What follows belongs to an exercise in optimizing a design on an open flow for small area; a production flow would make more cautious choices. In this exercise RTL edits were held to simulation tests only and were not proved equivalent to the original.

==> flow/design.v, too long to show whole: its modules and the start of the top module <==
// module pss_sample_window: 14 lines
// module pss_correlator_lane: 671 lines
// module pss_fa: 10 lines
// module pss_xor2: 7 lines
// module pss_xnor2: 7 lines
// module pss_ha: 9 lines
// module pss_nid2_decider: 24 lines
// module pss_detector: 75 lines
module pss_detector (
    input  logic        clk_i,
    input  logic        reset_ni,
    input  logic [15:0] sample_i,           
    input  logic        sample_valid_i,
    input  logic [1:0]  mode_i,             
    input  logic [1:0]  requested_nid2_i,
    output logic [2:0]  result_o            
);
  // ...
==> flow/flow/run.sh <==
#!/bin/bash
cp standard.sh standard_sh_copy.log
export BUFFER_PORTS_ARGS="-buffer_cell sky130_fd_sc_hd__buf_1"
bash standard.sh > standard_flow.log 2>&1
==> flow/standard.sh <==
#!/bin/bash
# synth_recipe.tcl (not shown) runs the flow's synth.tcl, then flattens the netlist and writes it again
# the make line also repeats each setting of config.mk as NAME=value (left out here)
make -C /OpenROAD-flow-scripts/flow DESIGN_CONFIG=/design/flow/config.mk WORK_HOME=/design/flow/orfs CLKGATE_MAP_FILE= SYNTH_SCRIPT=/design/flow/synth_recipe.tcl "${@:-finish}"
==> flow/config.mk <==
export PLATFORM = sky130hd
export DESIGN_NAME = pss_detector
export DESIGN_NICKNAME = pss_detector
export VERILOG_FILES = /design/flow/design.v
export SDC_FILE = /design/flow/constraint.sdc
export NUM_CORES = 4
export LEC_CHECK = 0
export CAP_MARGIN = 5
export CORE_MARGIN = 2
export CORE_UTILIZATION = 75
export CTS_BUF_LIST = sky130_fd_sc_hd__clkbuf_4
export CTS_CLUSTER_DIAMETER = 50
export CTS_CLUSTER_SIZE = 10
export SLEW_MARGIN = 5
export SYNTH_HIERARCHICAL = 1
==> flow/constraint.sdc <==
create_clock -name core_clock -period 11.0 [get_ports {clk_i}]
set_input_delay 2.2000 -clock core_clock [delete_from_list [all_inputs] [get_ports {clk_i}]]
set_output_delay 2.2000 -clock core_clock [all_outputs]
set_load 0.01 [all_outputs]
==> results.sh, run 1 <==
export IMPL_fp_dieW_um=153
export IMPL_cts_resized=0
export IMPL_synth_adder_area_share_pct=37.9
export IMPL_synth_top_cell_by_area="fa_1"
export IMPL_seqCellArea_mm2=0.00543
export IMPL_wl_met1_um=13200
export IMPL_crit_path_start="hist_q[144]$_DFF_P_"
export IMPL_period_share_pct=95.5
export IMPL_largest_reg_flops=240
export IMPL_synthSimpleGateAreaFrac_pct=2.67
export IMPL_timing_max_cap_violations=0
export IMPL_synth_compound_area_share_pct=14.6
export IMPL_synth_xor_area_share_pct=5.44
export IMPL_synth_seq_cells=271
export IMPL_final_layout_size_suffix_gt1_share_pct=5.66
export IMPL_cts_path_max_buffers=3
export IMPL_status="finished clean"
export IMPL_cts_tree="done"
export IMPL_crit_top_cell="fa_1"
export IMPL_comb_multi_input_count=805
export IMPL_synth_top_family_by_area="adder cells"
export IMPL_finalHoldViolations=0
export IMPL_grt_pass1_vias=10100
export IMPL_synth_flop_cell="dfxtp_1"
export IMPL_nClkBuffers=38
export IMPL_critical_path_endpoint_type="flop"
export IMPL_clk_pin_slew_ns=0.11
export IMPL_top_regs="hist_q: 240 flops, sample_q: 16 flops"
export IMPL_critPathLaunchType="flop"
export IMPL_cts_hold_buf=0
export IMPL_clock_root_buffer="clkbuf_4"
export IMPL_cp_depth=30
export IMPL_syn_nets=1628
export IMPL_worstHoldStart="prev_q[0]$_SDFFE_PN0P_"
export IMPL_r2r_end="prev_q[1]$_SDFFE_PN0P_"
export IMPL_synthCells=1274
export IMPL_hold_path_depth=1
export IMPL_fin_util_pct=78.1
export IMPL_synth_top_area_share_pct=35.0
export IMPL_clkSinkCount=271
==> inputs of run 2 (changes only) <==
--- a/flow/design.v
+++ b/flow/design.v
@@ -30,42 +30,42 @@
     wire s145, c146, s147, c148, s149, c150, s151, c152, s153, c154, s155, c156, s157, c158, s159, c160;
     wire s161, c162, s163, c164, s165, c166, s167, c168, s169, c170, s171, c172, s173, c174, s175, c176;
     wire s177, c178, s179, c180, s181, c182, s183, c184, s185, c186, s187, c188, s189, c190, s191, c192;
     wire s193, c194, s195, c196, s197, c198, s199, c200, s201, c202, s203, c204, s205, c206, s207, c208;
     wire s209, c210, s211, c212, s213, c214, s215, c216, s217, c218, s219, c220, s221, c222, s223, c224;
     wire s225, c226, s227, c228, s229, c230, s231, c232, s233, c234, s235, c236, s237, c238, s239, c240;
     wire s241, c242, s243, c244, s245, c246, s247, c248, s249, c250, s251, c252, s253, c254, s255, s257;
     wire c258, s259, c260, s261, c262, s263, c264, s265, c266, s267, c268, s269, c270, s271, c272, s273;
-    wire c274, s275, c276, s277, c278, s279, c280, s281, c282, s283, s285, c286, s287, c288, s289, c290;
+    wire c274, s275, c276, s277, c278, s279, c280, s281, s281x, s283, s285, c286, s287, c288, s289, c290;
     wire s291, c292, s293, c294, s295, c296, s297, c298, s299, c300, s301, c302, s303, c304, s305, c306;
-    wire s307, c308, s309, c310, s311, c312, s313, s315, c316, s317, c318, s319, c320, s321, c322, s323;
+    wire s307, c308, s309, c310, s311, s311x, s313, s315, c316, s317, c318, s319, c320, s321, c322, s323;
     wire c324, s325, c326, s327, c328, s329, c330, s331, c332, s333, c334, s335, c336, s337, c338, s339;
-    wire c340, s341, s343, c344, s345, c346, s347, c348, s349, c350, s351, c352, s353, c354, s355, c356;
+    wire s339x, s341, s343, c344, s345, c346, s347, c348, s349, c350, s351, c352, s353, c354, s355, c356;
     wire s357, c358, s359, c360, s361, c362, s363, c364, s365, c366, s367, c368, s369, c370, s371, c372;
     wire s373, c374, s375, c376, s377, c378, s379, c380, s381, c382, s383, c384, s385, c386, s387, c388;
     wire s389, c390, s391, c392, s393, c394, s395, c396, s397, c398, s399, c400, s401, c402, s403, c404;
     wire s405, c406, s407, c408, s409, c410, s411, c412, s413, c414, s415, c416, s417, c418, s419, c420;
     wire s421, c422, s423, c424, s425, c426, s427, c428, s429, c430, s431, c432, s433, c434, s435, c436;
     wire s437, c438, s439, c440, s441, c442, s443, c444, s445, c446, s447, c448, s449, c450, s451, c452;
     wire s453, c454, s455, c456, s457, c458, s459, c460, s461, c462, s463, c464, s465, c466, s467, c468;
     wire s469, c470, s471, c472, s473, c474, s475, c476, s477, c478, s479, c480, s481, c482, s483, c484;
     wire s485, c486, s487, c488, s489, c490, s491, c492, s493, c494, s495, c496, s497, c498, s499, c500;
     wire s501, c502, s503, c504, s505, c506, s507, c508, s509, c510, s511, c512, s513, c514, s515, c516;
     wire s517, c518, s519, c520, s521, c522, s523, c524, s525, c526, s527, c528, s529, c530, s531, c532;
     wire s533, c534, s535, c536, s537, c538, s539, c540, s541, c542, s543, c544, s545, c546, s547, c548;
     wire s549, c550, s551, c552, s553, c554, s555, c556, s557, c558, s559, c560, s561, c562, s563, c564;
     wire s565, c566, s567, c568, s569, c570, s571, c572, s573, c574, s575, c576, s577, c578, s579, c580;
     wire s581, c582, s583, c584, s585, c586, s587, c588, s589, c590, s591, c592, s593, c594, s595, c596;
     wire s597, s599, c600, s601, c602, s603, c604, s605, c606, s607, c608, s609, c610, s611, c612, s613;
-    wire c614, s615, c616, s617, c618, s619, c620, s621, c622, s623, c624, s625, s627, c628, s629, c630;
+    wire c614, s615, c616, s617, c618, s619, c620, s621, c622, s623, s623x, s625, s627, c628, s629, c630;
     wire s631, c632, s633, c634, s635, c636, s637, c638, s639, c640, s641, c642, s643, c644, s645, c646;
-    wire s647, c648, s649, c650, s651, c652, s653, c654, s655, s657, c658, s659, c660, s661, c662, s663;
+    wire s647, c648, s649, c650, s651, c652, s653, s653x, s655, s657, c658, s659, c660, s661, c662, s663;
     wire c664, s665, c666, s667, c668, s669, c670, s671, c672, s673, c674, s675, c676, s677, c678, s679;
-    wire c680, s681, c682, s683, n685, x686, x687, x688, x689, x690, x691, x692, x693, x694, x695, n696;
+    wire c680, s681, s681x, s683, n685, x686, x687, x688, x689, x690, x691, x692, x693, x694, x695, n696;
     wire x697, x698, x699, x700, x701, x702, x703, x704, x705, x706, s707, c708, s709, c710, s711, c712;
     wire s713, c714, s715, c716, s717, c718, s719, c720, s721, c722, s723, c724, s725, c726, n772, x773;
     wire x774, x775, x776, x777, x778, x779, x780, x781, x782, n783, x784, x785, x786, x787, x788, x789;
     wire x790, x791, x792, x793, s794, c795, s796, c797, s798, c799, s800, c801, s802, c803, s804, c805;
     wire s806, c807, s808, c809, s810, c811, s812, c813, n859, x860, x861, x862, x863, x864, x865, x866;
     wire x867, x868, x869, n870, x871, x872, x873, x874, x875, x876, x877, x878, x879, x880, s881, c882;
     wire s883, c884, s885, c886, s887, c888, s889, c890, s891, c892, s893, c894, s895, c896, s897, c898;
     wire s899, c900, g727, p728, g729, p730, g731, p732, g733, p734, g735, p736, g737, p738, g739, p740;
@@ -145,17 +145,17 @@
     pss_fa u_s129 (.a(c124), .b(c126), .c(s127), .s(s129), .co(c130));
     pss_fa u_s131 (.a(window_i[253]), .b(window_i[109]), .c(s41), .s(s131), .co(c132));
     pss_fa u_s133 (.a(c128), .b(c130), .c(s131), .s(s133), .co(c134));
     pss_fa u_s135 (.a(window_i[254]), .b(window_i[110]), .c(s49), .s(s135), .co(c136));
     pss_fa u_s137 (.a(c132), .b(c134), .c(s135), .s(s137), .co(c138));
     pss_fa u_s139 (.a(window_i[255]), .b(window_i[111]), .c(s57), .s(s139), .co(c140));
     pss_fa u_s141 (.a(c136), .b(c138), .c(s139), .s(s141), .co(c142));
     pss_fa u_s143 (.a(s61), .b(c140), .c(c142), .s(s143), .co(c144));
-    pss_xnor2 u_s145 (.a(s63), .b(c144), .y(s145));
+    pss_xor2 u_s145 (.a(s63), .b(c144), .y(s145));
     assign c146 = ~(~(s63 | c144));
     pss_xor2 u_s147 (.a(c64), .b(c146), .y(s147));
     assign c148 = ~(c64 | c146);
     pss_fa u_s149 (.a(window_i[184]), .b(window_i[88]), .c(window_i[8]), .s(s149), .co(c150));
     pss_fa u_s151 (.a(window_i[216]), .b(window_i[136]), .c(~s149), .s(s151), .co(c152));
     pss_ha u_s153 (.a(~s67), .b(s151), .s(s153), .co(c154));
     pss_fa u_s155 (.a(window_i[185]), .b(window_i[89]), .c(window_i[9]), .s(s155), .co(c156));
     pss_fa u_s157 (.a(window_i[217]), .b(window_i[137]), .c(~c150), .s(s157), .co(c158));
@@ -202,66 +202,69 @@
     pss_fa u_s239 (.a(s17), .b(s79), .c(c238), .s(s239), .co(c240));
     pss_fa u_s241 (.a(s25), .b(s85), .c(c240), .s(s241), .co(c242));
     pss_fa u_s243 (.a(s33), .b(s91), .c(c242), .s(s243), .co(c244));
     pss_fa u_s245 (.a(s41), .b(s97), .c(c244), .s(s245), .co(c246));
     pss_fa u_s247 (.a(s49), .b(s103), .c(c246), .s(s247), .co(c248));
     pss_fa u_s249 (.a(s57), .b(s109), .c(c248), .s(s249), .co(c250));
     pss_fa u_s251 (.a(s61), .b(s111), .c(c250), .s(s251), .co(c252));
     pss_fa u_s253 (.a(c112), .b(s63), .c(c252), .s(s253), .co(c254));
-    pss_xor2 u_s255 (.a(c64), .b(c254), .y(s255));
+    pss_xnor2 u_s255 (.a(c64), .b(c254), .y(s255));
     pss_xor2 u_s257 (.a(s113), .b(s153), .y(s257));
     assign c258 = ~(~(s113 | s153));
     pss_fa u_s259 (.a(c258), .b(s161), .c(~s117), .s(s259), .co(c260));
     pss_fa u_s261 (.a(s171), .b(s121), .c(c260), .s(s261), .co(c262));
     pss_fa u_s263 (.a(s125), .b(s181), .c(c262), .s(s263), .co(c264));
     pss_fa u_s265 (.a(s129), .b(s191), .c(c264), .s(s265), .co(c266));
     pss_fa u_s267 (.a(s133), .b(s201), .c(c266), .s(s267), .co(c268));
     pss_fa u_s269 (.a(s137), .b(s211), .c(c268), .s(s269), .co(c270));
     pss_fa u_s271 (.a(s141), .b(s221), .c(c270), .s(s271), .co(c272));
     pss_fa u_s273 (.a(s227), .b(s143), .c(c272), .s(s273), .co(c274));
-    pss_fa u_s275 (.a(s145), .b(s231), .c(c274), .s(s275), .co(c276));
+    pss_fa u_s275 (.a(~s145), .b(s231), .c(c274), .s(s275), .co(c276));
     pss_fa u_s277 (.a(s233), .b(c276), .c(s275), .s(s277), .co(c278));
     pss_xnor2 u_s279 (.a(s147), .b(s277), .y(s279));
     assign c280 = ~(s147 | ~s277);
-    pss_fa u_s281 (.a(~c148), .b(c234), .c(c278), .s(s281), .co(c282));
-    pss_xor2 u_s283 (.a(c280), .b(s281), .y(s283));
-    pss_xor2 u_s285 (.a(s113), .b(s153), .y(s285));
+    pss_xor2 u_s281x (.a(c148), .b(c234), .y(s281x));
+    pss_xnor2 u_s281 (.a(s281x), .b(c278), .y(s281));
+    pss_xnor2 u_s283 (.a(c280), .b(s281), .y(s283));
+    pss_xnor2 u_s285 (.a(s113), .b(s153), .y(s285));
     assign c286 = (~s113 | s153);
     pss_fa u_s287 (.a(c286), .b(s161), .c(s117), .s(s287), .co(c288));
     pss_fa u_s289 (.a(s171), .b(~s121), .c(c288), .s(s289), .co(c290));
     pss_fa u_s291 (.a(~s125), .b(s181), .c(c290), .s(s291), .co(c292));
     pss_fa u_s293 (.a(~s129), .b(s191), .c(c292), .s(s293), .co(c294));
     pss_fa u_s295 (.a(~s133), .b(s201), .c(c294), .s(s295), .co(c296));
     pss_fa u_s297 (.a(~s137), .b(s211), .c(c296), .s(s297), .co(c298));
     pss_fa u_s299 (.a(~s141), .b(s221), .c(c298), .s(s299), .co(c300));
     pss_fa u_s301 (.a(s227), .b(~s143), .c(c300), .s(s301), .co(c302));
-    pss_fa u_s303 (.a(~s145), .b(s231), .c(c302), .s(s303), .co(c304));
+    pss_fa u_s303 (.a(s145), .b(s231), .c(c302), .s(s303), .co(c304));
     pss_ha u_s305 (.a(s301), .b(s303), .s(s305), .co(c306));
     pss_fa u_s307 (.a(s147), .b(s233), .c(c304), .s(s307), .co(c308));
     pss_xor2 u_s309 (.a(c306), .b(s307), .y(s309));
     assign c310 = ~(c306 | s307);
-    pss_fa u_s311 (.a(c148), .b(c234), .c(c308), .s(s311), .co(c312));
+    pss_xor2 u_s311x (.a(c148), .b(c234), .y(s311x));
+    pss_xnor2 u_s311 (.a(s311x), .b(c308), .y(s311));
     pss_xnor2 u_s313 (.a(c310), .b(s311), .y(s313));
-    pss_xnor2 u_s315 (.a(s259), .b(s235), .y(s315));
+    pss_xor2 u_s315 (.a(s259), .b(s235), .y(s315));
     assign c316 = (~s259 | s235);
     pss_fa u_s317 (.a(s237), .b(c316), .c(~s261), .s(s317), .co(c318));
     pss_fa u_s319 (.a(s239), .b(~s263), .c(c318), .s(s319), .co(c320));
     pss_fa u_s321 (.a(s241), .b(~s265), .c(c320), .s(s321), .co(c322));
     pss_fa u_s323 (.a(s243), .b(~s267), .c(c322), .s(s323), .co(c324));
     pss_fa u_s325 (.a(s245), .b(~s269), .c(c324), .s(s325), .co(c326));
     pss_fa u_s327 (.a(s247), .b(~s271), .c(c326), .s(s327), .co(c328));
     pss_fa u_s329 (.a(s249), .b(~s273), .c(c328), .s(s329), .co(c330));
     pss_fa u_s331 (.a(s251), .b(s275), .c(c330), .s(s331), .co(c332));
-    pss_xnor2 u_s333 (.a(s329), .b(s331), .y(s333));
+    pss_xor2 u_s333 (.a(s329), .b(s331), .y(s333));
     assign c334 = (s329 | s331);
     pss_fa u_s335 (.a(s253), .b(c332), .c(c334), .s(s335), .co(c336));
     pss_xor2 u_s337 (.a(s279), .b(s335), .y(s337));
     assign c338 = ~(~s279 | s335);
-    pss_fa u_s339 (.a(s255), .b(s283), .c(c336), .s(s339), .co(c340));
+    pss_xor2 u_s339x (.a(s255), .b(s283), .y(s339x));
+    pss_xor2 u_s339 (.a(s339x), .b(c336), .y(s339));
     pss_xor2 u_s341 (.a(c338), .b(s339), .y(s341));
     pss_fa u_s343 (.a(window_i[160]), .b(window_i[112]), .c(window_i[32]), .s(s343), .co(c344));
     pss_fa u_s345 (.a(window_i[192]), .b(window_i[144]), .c(~s343), .s(s345), .co(c346));
     pss_fa u_s347 (.a(window_i[161]), .b(window_i[113]), .c(window_i[33]), .s(s347), .co(c348));
     pss_fa u_s349 (.a(window_i[193]), .b(window_i[145]), .c(~c344), .s(s349), .co(c350));
     pss_fa u_s351 (.a(~s347), .b(c346), .c(s349), .s(s351), .co(c352));
     pss_fa u_s353 (.a(window_i[162]), .b(window_i[114]), .c(window_i[34]), .s(s353), .co(c354));
     pss_fa u_s355 (.a(window_i[194]), .b(window_i[146]), .c(~c348), .s(s355), .co(c356));
@@ -326,17 +329,17 @@
     pss_fa u_s471 (.a(c466), .b(c468), .c(s469), .s(s471), .co(c472));
     pss_fa u_s473 (.a(window_i[245]), .b(window_i[101]), .c(s383), .s(s473), .co(c474));
     pss_fa u_s475 (.a(c470), .b(c472), .c(s473), .s(s475), .co(c476));
     pss_fa u_s477 (.a(window_i[246]), .b(window_i[102]), .c(s391), .s(s477), .co(c478));
     pss_fa u_s479 (.a(c474), .b(c476), .c(s477), .s(s479), .co(c480));
     pss_fa u_s481 (.a(window_i[247]), .b(window_i[103]), .c(s399), .s(s481), .co(c482));
     pss_fa u_s483 (.a(c478), .b(c480), .c(s481), .s(s483), .co(c484));
     pss_fa u_s485 (.a(s403), .b(c482), .c(c484), .s(s485), .co(c486));
-    pss_xnor2 u_s487 (.a(s405), .b(c486), .y(s487));
+    pss_xor2 u_s487 (.a(s405), .b(c486), .y(s487));
     assign c488 = ~(~(s405 | c486));
     pss_xor2 u_s489 (.a(c406), .b(c488), .y(s489));
     assign c490 = ~(c406 | c488);
     pss_fa u_s491 (.a(window_i[176]), .b(window_i[80]), .c(window_i[0]), .s(s491), .co(c492));
     pss_fa u_s493 (.a(window_i[208]), .b(window_i[128]), .c(~s491), .s(s493), .co(c494));
     pss_ha u_s495 (.a(~s409), .b(s493), .s(s495), .co(c496));
     pss_fa u_s497 (.a(window_i[177]), .b(window_i[81]), .c(window_i[1]), .s(s497), .co(c498));
     pss_fa u_s499 (.a(window_i[209]), .b(window_i[129]), .c(~c492), .s(s499), .co(c500));
@@ -383,180 +386,183 @@
     pss_fa u_s581 (.a(s359), .b(s421), .c(c580), .s(s581), .co(c582));
     pss_fa u_s583 (.a(s367), .b(s427), .c(c582), .s(s583), .co(c584));
     pss_fa u_s585 (.a(s375), .b(s433), .c(c584), .s(s585), .co(c586));
     pss_fa u_s587 (.a(s383), .b(s439), .c(c586), .s(s587), .co(c588));
     pss_fa u_s589 (.a(s391), .b(s445), .c(c588), .s(s589), .co(c590));
     pss_fa u_s591 (.a(s399), .b(s451), .c(c590), .s(s591), .co(c592));
     pss_fa u_s593 (.a(s403), .b(s453), .c(c592), .s(s593), .co(c594));
     pss_fa u_s595 (.a(c454), .b(s405), .c(c594), .s(s595), .co(c596));
-    pss_xor2 u_s597 (.a(c406), .b(c596), .y(s597));
-    pss_xor2 u_s599 (.a(s455), .b(s495), .y(s599));
+    pss_xnor2 u_s597 (.a(c406), .b(c596), .y(s597));
+    pss_xnor2 u_s599 (.a(s455), .b(s495), .y(s599));
     assign c600 = ~(~(s455 | s495));
     pss_fa u_s601 (.a(c600), .b(s503), .c(s459), .s(s601), .co(c602));
     pss_fa u_s603 (.a(s513), .b(s463), .c(c602), .s(s603), .co(c604));
     pss_fa u_s605 (.a(s467), .b(s523), .c(c604), .s(s605), .co(c606));
     pss_fa u_s607 (.a(s471), .b(s533), .c(c606), .s(s607), .co(c608));
     pss_fa u_s609 (.a(s475), .b(s543), .c(c608), .s(s609), .co(c610));
     pss_fa u_s611 (.a(s479), .b(s553), .c(c610), .s(s611), .co(c612));
     pss_fa u_s613 (.a(s483), .b(s563), .c(c612), .s(s613), .co(c614));
     pss_fa u_s615 (.a(s569), .b(s485), .c(c614), .s(s615), .co(c616));
-    pss_fa u_s617 (.a(s487), .b(s573), .c(c616), .s(s617), .co(c618));
+    pss_fa u_s617 (.a(~s487), .b(s573), .c(c616), .s(s617), .co(c618));
     pss_fa u_s619 (.a(s575), .b(c618), .c(s617), .s(s619), .co(c620));
-    pss_xnor2 u_s621 (.a(s489), .b(s619), .y(s621));
+    pss_xor2 u_s621 (.a(s489), .b(s619), .y(s621));
     assign c622 = ~(s489 | ~s619);
-    pss_fa u_s623 (.a(~c490), .b(c576), .c(c620), .s(s623), .co(c624));
-    pss_xor2 u_s625 (.a(c622), .b(s623), .y(s625));
+    pss_xor2 u_s623x (.a(c490), .b(c576), .y(s623x));
+    pss_xnor2 u_s623 (.a(s623x), .b(c620), .y(s623));
+    pss_xnor2 u_s625 (.a(c622), .b(s623), .y(s625));
     pss_xnor2 u_s627 (.a(s455), .b(s495), .y(s627));
     assign c628 = (~s455 | s495);
     pss_fa u_s629 (.a(c628), .b(s503), .c(~s459), .s(s629), .co(c630));
     pss_fa u_s631 (.a(s513), .b(~s463), .c(c630), .s(s631), .co(c632));
     pss_fa u_s633 (.a(~s467), .b(s523), .c(c632), .s(s633), .co(c634));
     pss_fa u_s635 (.a(~s471), .b(s533), .c(c634), .s(s635), .co(c636));
     pss_fa u_s637 (.a(~s475), .b(s543), .c(c636), .s(s637), .co(c638));
     pss_fa u_s639 (.a(~s479), .b(s553), .c(c638), .s(s639), .co(c640));
     pss_fa u_s641 (.a(~s483), .b(s563), .c(c640), .s(s641), .co(c642));
     pss_fa u_s643 (.a(s569), .b(~s485), .c(c642), .s(s643), .co(c644));
-    pss_fa u_s645 (.a(~s487), .b(s573), .c(c644), .s(s645), .co(c646));
+    pss_fa u_s645 (.a(s487), .b(s573), .c(c644), .s(s645), .co(c646));
     pss_ha u_s647 (.a(s643), .b(s645), .s(s647), .co(c648));
     pss_fa u_s649 (.a(s489), .b(s575), .c(c646), .s(s649), .co(c650));
     pss_xor2 u_s651 (.a(c648), .b(s649), .y(s651));
     assign c652 = ~(c648 | s649);
-    pss_fa u_s653 (.a(c490), .b(c576), .c(c650), .s(s653), .co(c654));
+    pss_xor2 u_s653x (.a(c490), .b(c576), .y(s653x));
+    pss_xnor2 u_s653 (.a(s653x), .b(c650), .y(s653));
     pss_xnor2 u_s655 (.a(c652), .b(s653), .y(s655));
     pss_xor2 u_s657 (.a(s601), .b(s577), .y(s657));
     assign c658 = (~s601 | s577);
     pss_fa u_s659 (.a(s579), .b(c658), .c(~s603), .s(s659), .co(c660));
     pss_fa u_s661 (.a(s581), .b(~s605), .c(c660), .s(s661), .co(c662));
     pss_fa u_s663 (.a(s583), .b(~s607), .c(c662), .s(s663), .co(c664));
     pss_fa u_s665 (.a(s585), .b(~s609), .c(c664), .s(s665), .co(c666));
     pss_fa u_s667 (.a(s587), .b(~s611), .c(c666), .s(s667), .co(c668));
     pss_fa u_s669 (.a(s589), .b(~s613), .c(c668), .s(s669), .co(c670));
     pss_fa u_s671 (.a(s591), .b(~s615), .c(c670), .s(s671), .co(c672));
     pss_fa u_s673 (.a(s593), .b(s617), .c(c672), .s(s673), .co(c674));
     pss_xnor2 u_s675 (.a(s671), .b(s673), .y(s675));
     assign c676 = (s671 | s673);
     pss_fa u_s677 (.a(s595), .b(c674), .c(c676), .s(s677), .co(c678));
-    pss_xnor2 u_s679 (.a(s621), .b(s677), .y(s679));
-    assign c680 = ~(~s621 | s677);
-    pss_fa u_s681 (.a(s597), .b(s625), .c(c678), .s(s681), .co(c682));
-    pss_xor2 u_s683 (.a(c680), .b(s681), .y(s683));
-    assign n685 = (~s283 & ~s257);
-    pss_xor2 u_x686 (.a(s259), .b(s283), .y(x686));
-    pss_xor2 u_x687 (.a(s261), .b(s283), .y(x687));
-    pss_xor2 u_x688 (.a(s263), .b(s283), .y(x688));
+    pss_xor2 u_s679 (.a(s621), .b(s677), .y(s679));
+    assign c680 = ~(s621 | s677);
+    pss_xor2 u_s681x (.a(s597), .b(s625), .y(s681x));
+    pss_xor2 u_s681 (.a(s681x), .b(c678), .y(s681));
+    pss_xnor2 u_s683 (.a(c680), .b(s681), .y(s683));
+    assign n685 = (s283 & ~s257);
+    pss_xnor2 u_x686 (.a(s259), .b(s283), .y(x686));
+    pss_xnor2 u_x687 (.a(s261), .b(s283), .y(x687));
+    pss_xnor2 u_x688 (.a(s263), .b(s283), .y(x688));
     pss_xor2 u_x689 (.a(s265), .b(s283), .y(x689));
-    pss_xor2 u_x690 (.a(s267), .b(s283), .y(x690));
+    pss_xnor2 u_x690 (.a(s267), .b(s283), .y(x690));
     pss_xor2 u_x691 (.a(s269), .b(s283), .y(x691));
-    pss_xor2 u_x692 (.a(s271), .b(s283), .y(x692));
-    pss_xor2 u_x693 (.a(s273), .b(s283), .y(x693));
-    pss_xor2 u_x694 (.a(s275), .b(s283), .y(x694));
-    pss_xor2 u_x695 (.a(s279), .b(s283), .y(x695));
-    assign n696 = (~s625 & ~s599);
+    pss_xnor2 u_x692 (.a(s271), .b(s283), .y(x692));
+    pss_xnor2 u_x693 (.a(s273), .b(s283), .y(x693));
+    pss_xnor2 u_x694 (.a(s275), .b(s283), .y(x694));
+    pss_xnor2 u_x695 (.a(s279), .b(s283), .y(x695));
+    assign n696 = (s625 & s599);
     pss_xor2 u_x697 (.a(s601), .b(s625), .y(x697));
-    pss_xor2 u_x698 (.a(s603), .b(s625), .y(x698));
-    pss_xor2 u_x699 (.a(s605), .b(s625), .y(x699));
-    pss_xnor2 u_x700 (.a(s607), .b(s625), .y(x700));
-    pss_xor2 u_x701 (.a(s609), .b(s625), .y(x701));
-    pss_xnor2 u_x702 (.a(s611), .b(s625), .y(x702));
-    pss_xor2 u_x703 (.a(s613), .b(s625), .y(x703));
-    pss_xor2 u_x704 (.a(s615), .b(s625), .y(x704));
-    pss_xor2 u_x705 (.a(s617), .b(s625), .y(x705));
+    pss_xnor2 u_x698 (.a(s603), .b(s625), .y(x698));
+    pss_xnor2 u_x699 (.a(s605), .b(s625), .y(x699));
+    pss_xor2 u_x700 (.a(s607), .b(s625), .y(x700));
+    pss_xnor2 u_x701 (.a(s609), .b(s625), .y(x701));
+    pss_xor2 u_x702 (.a(s611), .b(s625), .y(x702));
+    pss_xnor2 u_x703 (.a(s613), .b(s625), .y(x703));
+    pss_xnor2 u_x704 (.a(s615), .b(s625), .y(x704));
+    pss_xnor2 u_x705 (.a(s617), .b(s625), .y(x705));
     pss_xor2 u_x706 (.a(s621), .b(s625), .y(x706));
     pss_fa u_s707 (.a(n685), .b(x686), .c(n696), .s(s707), .co(c708));
     pss_ha u_s709 (.a(x687), .b(x698), .s(s709), .co(c710));
     pss_ha u_s711 (.a(x688), .b(x699), .s(s711), .co(c712));
-    pss_xnor2 u_s713 (.a(x689), .b(x700), .y(s713));
-    assign c714 = ~(x689 | ~x700);
+    pss_xor2 u_s713 (.a(x689), .b(x700), .y(s713));
+    assign c714 = ~(~x689 | ~x700);
     pss_ha u_s715 (.a(x690), .b(x701), .s(s715), .co(c716));
-    pss_xnor2 u_s717 (.a(x691), .b(x702), .y(s717));
-    assign c718 = ~(x691 | ~x702);
+    pss_xor2 u_s717 (.a(x691), .b(x702), .y(s717));
+    assign c718 = ~(~x691 | ~x702);
     pss_ha u_s719 (.a(x692), .b(x703), .s(s719), .co(c720));
     pss_xnor2 u_s721 (.a(x693), .b(x704), .y(s721));
     assign c722 = ~(x693 | x704);
     pss_ha u_s723 (.a(x694), .b(x705), .s(s723), .co(c724));
     pss_ha u_s725 (.a(x695), .b(x706), .s(s725), .co(c726));
     assign n772 = (s341 & ~s257);
-    pss_xnor2 u_x773 (.a(s315), .b(s341), .y(x773));
-    pss_xnor2 u_x774 (.a(s317), .b(s341), .y(x774));
-    pss_xnor2 u_x775 (.a(s319), .b(s341), .y(x775));
+    pss_xor2 u_x773 (.a(s315), .b(s341), .y(x773));
+    pss_xor2 u_x774 (.a(s317), .b(s341), .y(x774));
+    pss_xor2 u_x775 (.a(s319), .b(s341), .y(x775));
     pss_xnor2 u_x776 (.a(s321), .b(s341), .y(x776));
     pss_xnor2 u_x777 (.a(s323), .b(s341), .y(x777));
     pss_xnor2 u_x778 (.a(s325), .b(s341), .y(x778));
     pss_xnor2 u_x779 (.a(s327), .b(s341), .y(x779));
     pss_xor2 u_x780 (.a(s329), .b(s341), .y(x780));
     pss_xor2 u_x781 (.a(s333), .b(s341), .y(x781));
     pss_xor2 u_x782 (.a(s337), .b(s341), .y(x782));
-    assign n783 = (s683 & ~s599);
-    pss_xor2 u_x784 (.a(s657), .b(s683), .y(x784));
+    assign n783 = (~s683 & s599);
+    pss_xnor2 u_x784 (.a(s657), .b(s683), .y(x784));
     pss_xor2 u_x785 (.a(s659), .b(s683), .y(x785));
-    pss_xnor2 u_x786 (.a(s661), .b(s683), .y(x786));
-    pss_xnor2 u_x787 (.a(s663), .b(s683), .y(x787));
+    pss_xor2 u_x786 (.a(s661), .b(s683), .y(x786));
+    pss_xor2 u_x787 (.a(s663), .b(s683), .y(x787));
     pss_xnor2 u_x788 (.a(s665), .b(s683), .y(x788));
-    pss_xnor2 u_x789 (.a(s667), .b(s683), .y(x789));
+    pss_xor2 u_x789 (.a(s667), .b(s683), .y(x789));
     pss_xor2 u_x790 (.a(s669), .b(s683), .y(x790));
     pss_xnor2 u_x791 (.a(s671), .b(s683), .y(x791));
-    pss_xnor2 u_x792 (.a(s675), .b(s683), .y(x792));
-    pss_xnor2 u_x793 (.a(s679), .b(s683), .y(x793));
+    pss_xor2 u_x792 (.a(s675), .b(s683), .y(x792));
+    pss_xor2 u_x793 (.a(s679), .b(s683), .y(x793));
     pss_fa u_s794 (.a(n772), .b(x773), .c(n783), .s(s794), .co(c795));
     pss_xnor2 u_s796 (.a(x774), .b(x785), .y(s796));
-    assign c797 = (~(x774 | ~x785));
-    pss_xnor2 u_s798 (.a(x775), .b(x786), .y(s798));
-    assign c799 = (~(x775 | x786));
+    assign c797 = (~(~x774 | x785));
+    pss_xor2 u_s798 (.a(x775), .b(x786), .y(s798));
+    assign c799 = (~(~x775 | x786));
     pss_ha u_s800 (.a(x776), .b(x787), .s(s800), .co(c801));
-    pss_xnor2 u_s802 (.a(x777), .b(x788), .y(s802));
-    assign c803 = (~(x777 | x788));
+    pss_xor2 u_s802 (.a(x777), .b(x788), .y(s802));
+    assign c803 = (~(x777 | ~x788));
     pss_ha u_s804 (.a(x778), .b(x789), .s(s804), .co(c805));
-    pss_xnor2 u_s806 (.a(x779), .b(x790), .y(s806));
-    assign c807 = (~(x779 | ~x790));
+    pss_xor2 u_s806 (.a(x779), .b(x790), .y(s806));
+    assign c807 = (~(x779 | x790));
     pss_xor2 u_s808 (.a(x780), .b(x791), .y(s808));
-    assign c809 = ~(~x780 | x791);
-    pss_xor2 u_s810 (.a(x781), .b(x792), .y(s810));
-    assign c811 = ~(x781 | ~x792);
+    assign c809 = ~(~x780 | ~x791);
+    pss_xnor2 u_s810 (.a(x781), .b(x792), .y(s810));
+    assign c811 = ~(~x781 | ~x792);
     pss_ha u_s812 (.a(x782), .b(x793), .s(s812), .co(c813));
-    assign n859 = (s313 & ~s285);
-    pss_xor2 u_x860 (.a(s287), .b(s313), .y(x860));
-    pss_xor2 u_x861 (.a(s289), .b(s313), .y(x861));
-    pss_xor2 u_x862 (.a(s291), .b(s313), .y(x862));
-    pss_xor2 u_x863 (.a(s293), .b(s313), .y(x863));
-    pss_xor2 u_x864 (.a(s295), .b(s313), .y(x864));
+    assign n859 = (~s313 & s285);
+    pss_xnor2 u_x860 (.a(s287), .b(s313), .y(x860));
+    pss_xnor2 u_x861 (.a(s289), .b(s313), .y(x861));
+    pss_xnor2 u_x862 (.a(s291), .b(s313), .y(x862));
+    pss_xnor2 u_x863 (.a(s293), .b(s313), .y(x863));
+    pss_xnor2 u_x864 (.a(s295), .b(s313), .y(x864));
     pss_xor2 u_x865 (.a(s297), .b(s313), .y(x865));
-    pss_xor2 u_x866 (.a(s299), .b(s313), .y(x866));
-    pss_xor2 u_x867 (.a(s301), .b(s313), .y(x867));
-    pss_xor2 u_x868 (.a(s305), .b(s313), .y(x868));
+    pss_xnor2 u_x866 (.a(s299), .b(s313), .y(x866));
+    pss_xnor2 u_x867 (.a(s301), .b(s313), .y(x867));
+    pss_xnor2 u_x868 (.a(s305), .b(s313), .y(x868));
     pss_xnor2 u_x869 (.a(s309), .b(s313), .y(x869));
-    assign n870 = (s655 & s627);
+    assign n870 = (~s655 & s627);
     pss_xor2 u_x871 (.a(s629), .b(s655), .y(x871));
-    pss_xor2 u_x872 (.a(s631), .b(s655), .y(x872));
-    pss_xor2 u_x873 (.a(s633), .b(s655), .y(x873));
-    pss_xor2 u_x874 (.a(s635), .b(s655), .y(x874));
-    pss_xor2 u_x875 (.a(s637), .b(s655), .y(x875));
-    pss_xnor2 u_x876 (.a(s639), .b(s655), .y(x876));
-    pss_xor2 u_x877 (.a(s641), .b(s655), .y(x877));
-    pss_xor2 u_x878 (.a(s643), .b(s655), .y(x878));
+    pss_xnor2 u_x872 (.a(s631), .b(s655), .y(x872));
+    pss_xnor2 u_x873 (.a(s633), .b(s655), .y(x873));
+    pss_xnor2 u_x874 (.a(s635), .b(s655), .y(x874));
+    pss_xnor2 u_x875 (.a(s637), .b(s655), .y(x875));
+    pss_xor2 u_x876 (.a(s639), .b(s655), .y(x876));
+    pss_xnor2 u_x877 (.a(s641), .b(s655), .y(x877));
+    pss_xnor2 u_x878 (.a(s643), .b(s655), .y(x878));
     pss_xor2 u_x879 (.a(s647), .b(s655), .y(x879));
     pss_xnor2 u_x880 (.a(s651), .b(s655), .y(x880));
     pss_fa u_s881 (.a(n859), .b(x860), .c(n870), .s(s881), .co(c882));
     pss_ha u_s883 (.a(x861), .b(x872), .s(s883), .co(c884));
     pss_ha u_s885 (.a(x862), .b(x873), .s(s885), .co(c886));
-    pss_xnor2 u_s887 (.a(x863), .b(x874), .y(s887));
+    pss_xor2 u_s887 (.a(x863), .b(x874), .y(s887));
     assign c888 = ~(x863 | x874);
     pss_ha u_s889 (.a(x864), .b(x875), .s(s889), .co(c890));
     pss_xnor2 u_s891 (.a(x865), .b(x876), .y(s891));
-    assign c892 = ~(x865 | ~x876);
+    assign c892 = ~(~x865 | ~x876);
     pss_ha u_s893 (.a(x866), .b(x877), .s(s893), .co(c894));
     pss_ha u_s895 (.a(x867), .b(x878), .s(s895), .co(c896));
     pss_xor2 u_s897 (.a(x868), .b(x879), .y(s897));
-    assign c898 = ~(x868 | x879);
+    assign c898 = ~(x868 | ~x879);
     pss_xor2 u_s899 (.a(x869), .b(x880), .y(s899));
-    assign c900 = (~(~x869 | ~x880));
-    assign g727 = s257 & s599;
-    assign p728 = s257 | s599;
-    assign g729 = x697 & s707;
-    assign p730 = x697 | s707;
+    assign c900 = (~(x869 | x880));
+    assign g727 = s257 & ~s599;
+    assign p728 = s257 | ~s599;
+    assign g729 = ~x697 & s707;
+    assign p730 = ~x697 | s707;
     assign g731 = c708 & s709;
     assign p732 = c708 | s709;
     assign g733 = c710 & s711;
     assign p734 = c710 | s711;
     assign g735 = c712 & ~s713;
     assign p736 = c712 | ~s713;
     assign g737 = ~c714 & s715;
     assign p738 = ~c714 | s715;
@@ -588,34 +594,34 @@
     assign bp764 = p746 & p744;
     assign bg765 = g747 | (p748 & bg763);
     assign bp766 = p748 & bp764;
     assign bg767 = c726 | (1'b1 & bg765);
     assign bp768 = 1'b1 & bp766;
     assign cc769 = bg767 | (bp768 & cc762);
     assign cc770 = 1'b0 | (1'b1 & cc769);
     assign ge771 = cc770;
-    assign g814 = s257 & s599;
-    assign p815 = s257 | s599;
+    assign g814 = s257 & ~s599;
+    assign p815 = s257 | ~s599;
     assign g816 = x784 & s794;
     assign p817 = x784 | s794;
     assign g818 = c795 & s796;
     assign p819 = c795 | s796;
     assign g820 = c797 & ~s798;
     assign p821 = c797 | ~s798;
     assign g822 = c799 & ~s800;
     assign p823 = c799 | ~s800;
     assign g824 = ~c801 & ~s802;
     assign p825 = ~c801 | ~s802;
     assign g826 = c803 & ~s804;
     assign p827 = c803 | ~s804;
     assign g828 = ~c805 & s806;
     assign p829 = ~c805 | s806;
-    assign g830 = c807 & s808;
-    assign p831 = c807 | s808;
+    assign g830 = c807 & ~s808;
+    assign p831 = c807 | ~s808;
     assign g832 = ~c809 & s810;
     assign p833 = ~c809 | s810;
     assign g834 = ~c811 & s812;
     assign p835 = ~c811 | s812;
     assign bg836 = g816 | (p817 & g814);
     assign bp837 = p817 & p815;
     assign bg838 = g818 | (p819 & bg836);
     assign bp839 = p819 & bp837;
@@ -633,36 +639,36 @@
     assign bp851 = p833 & p831;
     assign bg852 = g834 | (p835 & bg850);
     assign bp853 = p835 & bp851;
     assign bg854 = c813 | (1'b1 & bg852);
     assign bp855 = 1'b1 & bp853;
     assign cc856 = bg854 | (bp855 & cc849);
     assign cc857 = 1'b0 | (1'b1 & cc856);
     assign ge858 = cc857;
-    assign g901 = s285 & ~s627;
-    assign p902 = s285 | ~s627;
-    assign g903 = x871 & s881;
-    assign p904 = x871 | s881;
+    assign g901 = ~s285 & ~s627;
+    assign p902 = ~s285 | ~s627;
+    assign g903 = ~x871 & s881;
+    assign p904 = ~x871 | s881;
     assign g905 = c882 & s883;
     assign p906 = c882 | s883;
     assign g907 = c884 & s885;
     assign p908 = c884 | s885;
-    assign g909 = c886 & s887;
-    assign p910 = c886 | s887;
+    assign g909 = c886 & ~s887;
+    assign p910 = c886 | ~s887;
     assign g911 = ~c888 & s889;
     assign p912 = ~c888 | s889;
-    assign g913 = c890 & ~s891;
-    assign p914 = c890 | ~s891;
+    assign g913 = c890 & s891;
+    assign p914 = c890 | s891;
     assign g915 = ~c892 & s893;
     assign p916 = ~c892 | s893;
     assign g917 = c894 & ~s895;
     assign p918 = c894 | ~s895;
-    assign g919 = ~c896 & ~s897;
-    assign p920 = ~c896 | ~s897;
+    assign g919 = ~c896 & s897;
+    assign p920 = ~c896 | s897;
     assign g921 = ~c898 & s899;
     assign p922 = ~c898 | s899;
     assign bg923 = g903 | (p904 & g901);
     assign bp924 = p904 & p902;
     assign bg925 = g905 | (p906 & bg923);
     assign bp926 = p906 & bp924;
     assign bg927 = g907 | (p908 & bg925);
     assign bp928 = p908 & bp926;
==> results.sh, run 2 <==
export IMPL_cts_setup_buffers=0
export IMPL_worstHoldStart="prev_q[1]$_SDFFE_PN0P_"
export IMPL_synth_seq_cells=271
export IMPL_rr_startpoint="hist_q[152]$_DFF_P_"
export IMPL_synth_flop_cell="dfxtp_1"
export IMPL_clkSinkCount=271
export IMPL_grt_usage_pct=26.3
export IMPL_synth_top_area_share_pct=34.4
export IMPL_fp_dieW_um=153
export IMPL_numPortBuffers=25
export IMPL_final_setup_tns_ns=0
export IMPL_largest_register="hist_q"
export IMPL_hp_class="reg -> reg"
export IMPL_cts_path_max_buffers=3
export IMPL_fmaxAchievable_mhz=95.7
export IMPL_synth_xor_area_share_pct=6.08
export IMPL_synth_avg_cell_area_um2=13.1
export IMPL_critical_path_endpoint_type="flop"
export IMPL_reg2reg_depth=30
export IMPL_timing_max_cap_violations=0
export IMPL_synth_most_common_cell="fa_1"
export IMPL_final_nets=1633
export IMPL_crit_slowest_cell="fa_1"
export IMPL_async_reset_ff_share_pct=0
export IMPL_r2r_setup_slack_ns=0.55
export IMPL_area_delta_synth_final_pct=1.83
export IMPL_synth_cell_types=53
export IMPL_io_pins=26
export IMPL_gr_total_overflow=0
export IMPL_worst_pin_slew_ns=1.09
export IMPL_synth_adder_area_share_pct=37.5
export IMPL_cp_max_fo=11
export IMPL_path_class="reg -> reg"
export IMPL_cts_htree_levels=2
export IMPL_insertion_delay_ns=0.63
export IMPL_avgViaCountPerCell=5.89
export IMPL_synthCells=1276
export IMPL_via_count=9269
export IMPL_grt_pass1_vias=10300
export IMPL_slew_headroom_pct=27.1
export IMPL_grt_max_degree=132
export IMPL_dp_worst_setup_slack_ns=0.408
export IMPL_fin_skew_ns=0.0274
export IMPL_antenna_left=0
export IMPL_largest_reg_flops=240
export IMPL_slowest_delay_ns=0.58
export IMPL_fin_ws_ns=0.547
export IMPL_die_h_um=153
export IMPL_grt_antenna_before_repair=1
export IMPL_synth_warnings=8
export IMPL_drcViolationCount=0
export IMPL_clock_root_buffer="clkbuf_4"
export IMPL_synth_top_family_by_area="adder cells"
export IMPL_syn_nets=1624
export IMPL_rsz0062_at_grt="no"
export IMPL_ys_seq_area_share_pct=32.5
export IMPL_drtIter0Drc=561
export IMPL_wirelength_um=28500
export IMPL_place_gp_congestion=0.831
export IMPL_hpwl_um=22200
export IMPL_synth_edf_count=0
export IMPL_cts_hold_buf=0
export IMPL_wl_per_cell_um=18.1
export IMPL_fp_coreArea_mm2=0.0218
export IMPL_cts_buffers=35
export IMPL_finalHoldViolations=0
export IMPL_r2r_end="prev_q[1]$_SDFFE_PN0P_"
export IMPL_synthMuxAreaShare_pct=0.300
export IMPL_synth_area_leaders="fa_1, dfxtp_1, a22o_1"
export IMPL_synth_compound_area_share_pct=14.5
export IMPL_min_period_ns=10.45
export IMPL_start_util_pct=76.6
export IMPL_period_share_pct=95.0
export IMPL_top_regs="hist_q: 240 flops, sample_q: 16 flops"
export IMPL_postLayoutCellArea_mm2=0.0170
export IMPL_cts_resized=0
export IMPL_status="finished clean"
export IMPL_dr_pass1_iters=5
export IMPL_hold_path_depth=1
export IMPL_synthSimpleGateAreaFrac_pct=2.61
export IMPL_fill_cells=1400
export IMPL_hold_end="peaks_q[1]$_SDFF_PN0_"
export IMPL_timing_hold_ws_ns=0.434
export IMPL_dpl_cell_area_mm2=0.0166
export IMPL_critPathLaunchType="flop"
export IMPL_grt_pass1_wl_um=50200
export IMPL_dieArea_mm2=0.0235
export IMPL_mostFrequentLayoutCells="fa_1, dfxtp_1, a22o_1"
export IMPL_cts_tree="done"
export IMPL_clk_pin_slew_ns=0.10
export IMPL_crit_top_cell="fa_1"
export IMPL_cp_required_ns=11.50
export IMPL_final_layout_size_suffix_gt1_share_pct=5.49
export IMPL_final_common_cell="fa_1"
export IMPL_syn_area_mm2=0.0167
export IMPL_synth_top_cell_by_area="fa_1"
export IMPL_setup_viol=0
export IMPL_rows=54
export IMPL_yosys_top_cells_count="fa_1, dfxtp_1, a22o_1, inv_1, xnor2_1"
export IMPL_critPathArrivalTime_ns=10.96
export IMPL_drv_slew=0
## run 2: kinds of logic (layout without fill, tap and decap cells)
family	Yosys count	after routing
other	0	1
xor gates and xnor gates	116	116
and+or+nand+nor	81	81
adders and majority gates	330	330
DFF	271	271
buffers and inverters	195	213
AOI/OAI and AO/OA	278	278
muxes	5	5
## run 2: per-layer routing
layer	GRT usage (%)	part of all wire (%)	vias up
li1	-	-	4350
met5	0	0	-
met1	38.6	46	4743
met2	42.8	50	137
met3	3.54	2.9	39
met4	5.34	1.4	0
## run 2: critical path: cells and delay by family (launching register included)
family / cells / cell delay, ns
fa+ha+maj: 17 / 7.76
simple gates: 4 / 0.87
compound gates: 3 / 0.47
xor+xnor: 2 / 0.40
flops: 1 / 0.35
buf+inv: 3 / 0.31
mux: 1 / 0.19
## run 2: per-module statistics from Yosys (local to each module, per instance)
module	flops+latches	copies in the design	cell area, µm²	cells
pss_xor2	0	55	8.76	1
pss_ha	0	38	12.5	1
pss_fa	0	287	20.0	1
pss_detector	271	1	5600	299
pss_nid2_decider	0	1	70.1	9
pss_correlator_lane	0	1	1130	233
pss_sample_window	0	1	2700	297
pss_xnor2	0	58	8.76	1
## run 2: worst max path at each step
stage | slack, ns | start | to | depth (start not counted)
final | 0.55 | hist_q[152]$_DFF_P_ | prev_q[1]$_SDFFE_PN0P_ | 30
after global routing | 0.002 | hist_q[152]$_DFF_P_ | prev_q[1]$_SDFFE_PN0P_ | 30
after global placement | 0.62 | hist_q[144]$_DFF_P_ | prev_q[1]$_SDFFE_PN0P_ | 30
after CTS | 0.38 | hist_q[144]$_DFF_P_ | prev_q[1]$_SDFFE_PN0P_ | 31
after floorplan | 0.004 | hist_q[152]$_DFF_P_ | prev_q[1]$_SDFFE_PN0P_ | 30
after detailed placement | 0.41 | hist_q[144]$_DFF_P_ | prev_q[1]$_SDFFE_PN0P_ | 30
## run 2: area by class of cell
class | count | area [µm²] | share of cell area [%]
Clock buffer | 40 | 300 | 1.76
Inverter | 133 | 504 | 2.96
Multi-Input combinational cell | 810 | 10200 | 60.0
Clock inverter | 6 | 58.8 | 0.346
Sequential cell | 271 | 5430 | 31.9
Timing Repair Buffer | 34 | 165 | 0.971
Antenna cell | 1 | 2.50 | 0.0147
Tap cell | 280 | 350 | 2.06
## run 2: stage by stage
step | std cells | util [%]
2_1_floorplan | 1276 | -
4_1_cts | 1574 | 77.9
6_report | 1575 | 78.0
3_3_place_gp | 1528 | 76.2
3_5_place_dp | 1528 | 76.2
5_1_grt | 1575 | 78.0

==> static timing again, ports no longer ideal <==
No port has a modelled driver above. Below, the same layouts with a new extraction and two added sets of constraints. Step 1 (the two cells are an assumption about what drives the block):
set clk [get_ports {clk_i}]
set_driving_cell -lib_cell sky130_fd_sc_hd__clkbuf_16 $clk
set_driving_cell -lib_cell sky130_fd_sc_hd__buf_2 [delete_from_list [all_inputs] $clk]
Step 2, shift: input delay + t, output delay - t, t = (earliest + latest rising clock arrival at the registers) / 2. This alone moves slack from input paths to output paths. Slacks: no drivers / after step 1 / after step 2; pairs: no drivers / after step 1.
run | t (ns) | slack for setup (ns) | hold slack, ns | worst setup path at the end | worst data-port slew with drivers (ns)
run 1 | 0.669 | 0.495 / 0.495 / 0.495 | 0.446 / 0.446 / 0.446 | register to register | 0.05
run 2 | 0.665 | 0.547 / 0.547 / 0.547 | 0.434 / 0.434 / 0.434 | register to register | 0.04
After both steps setup and hold are still met in every run listed.
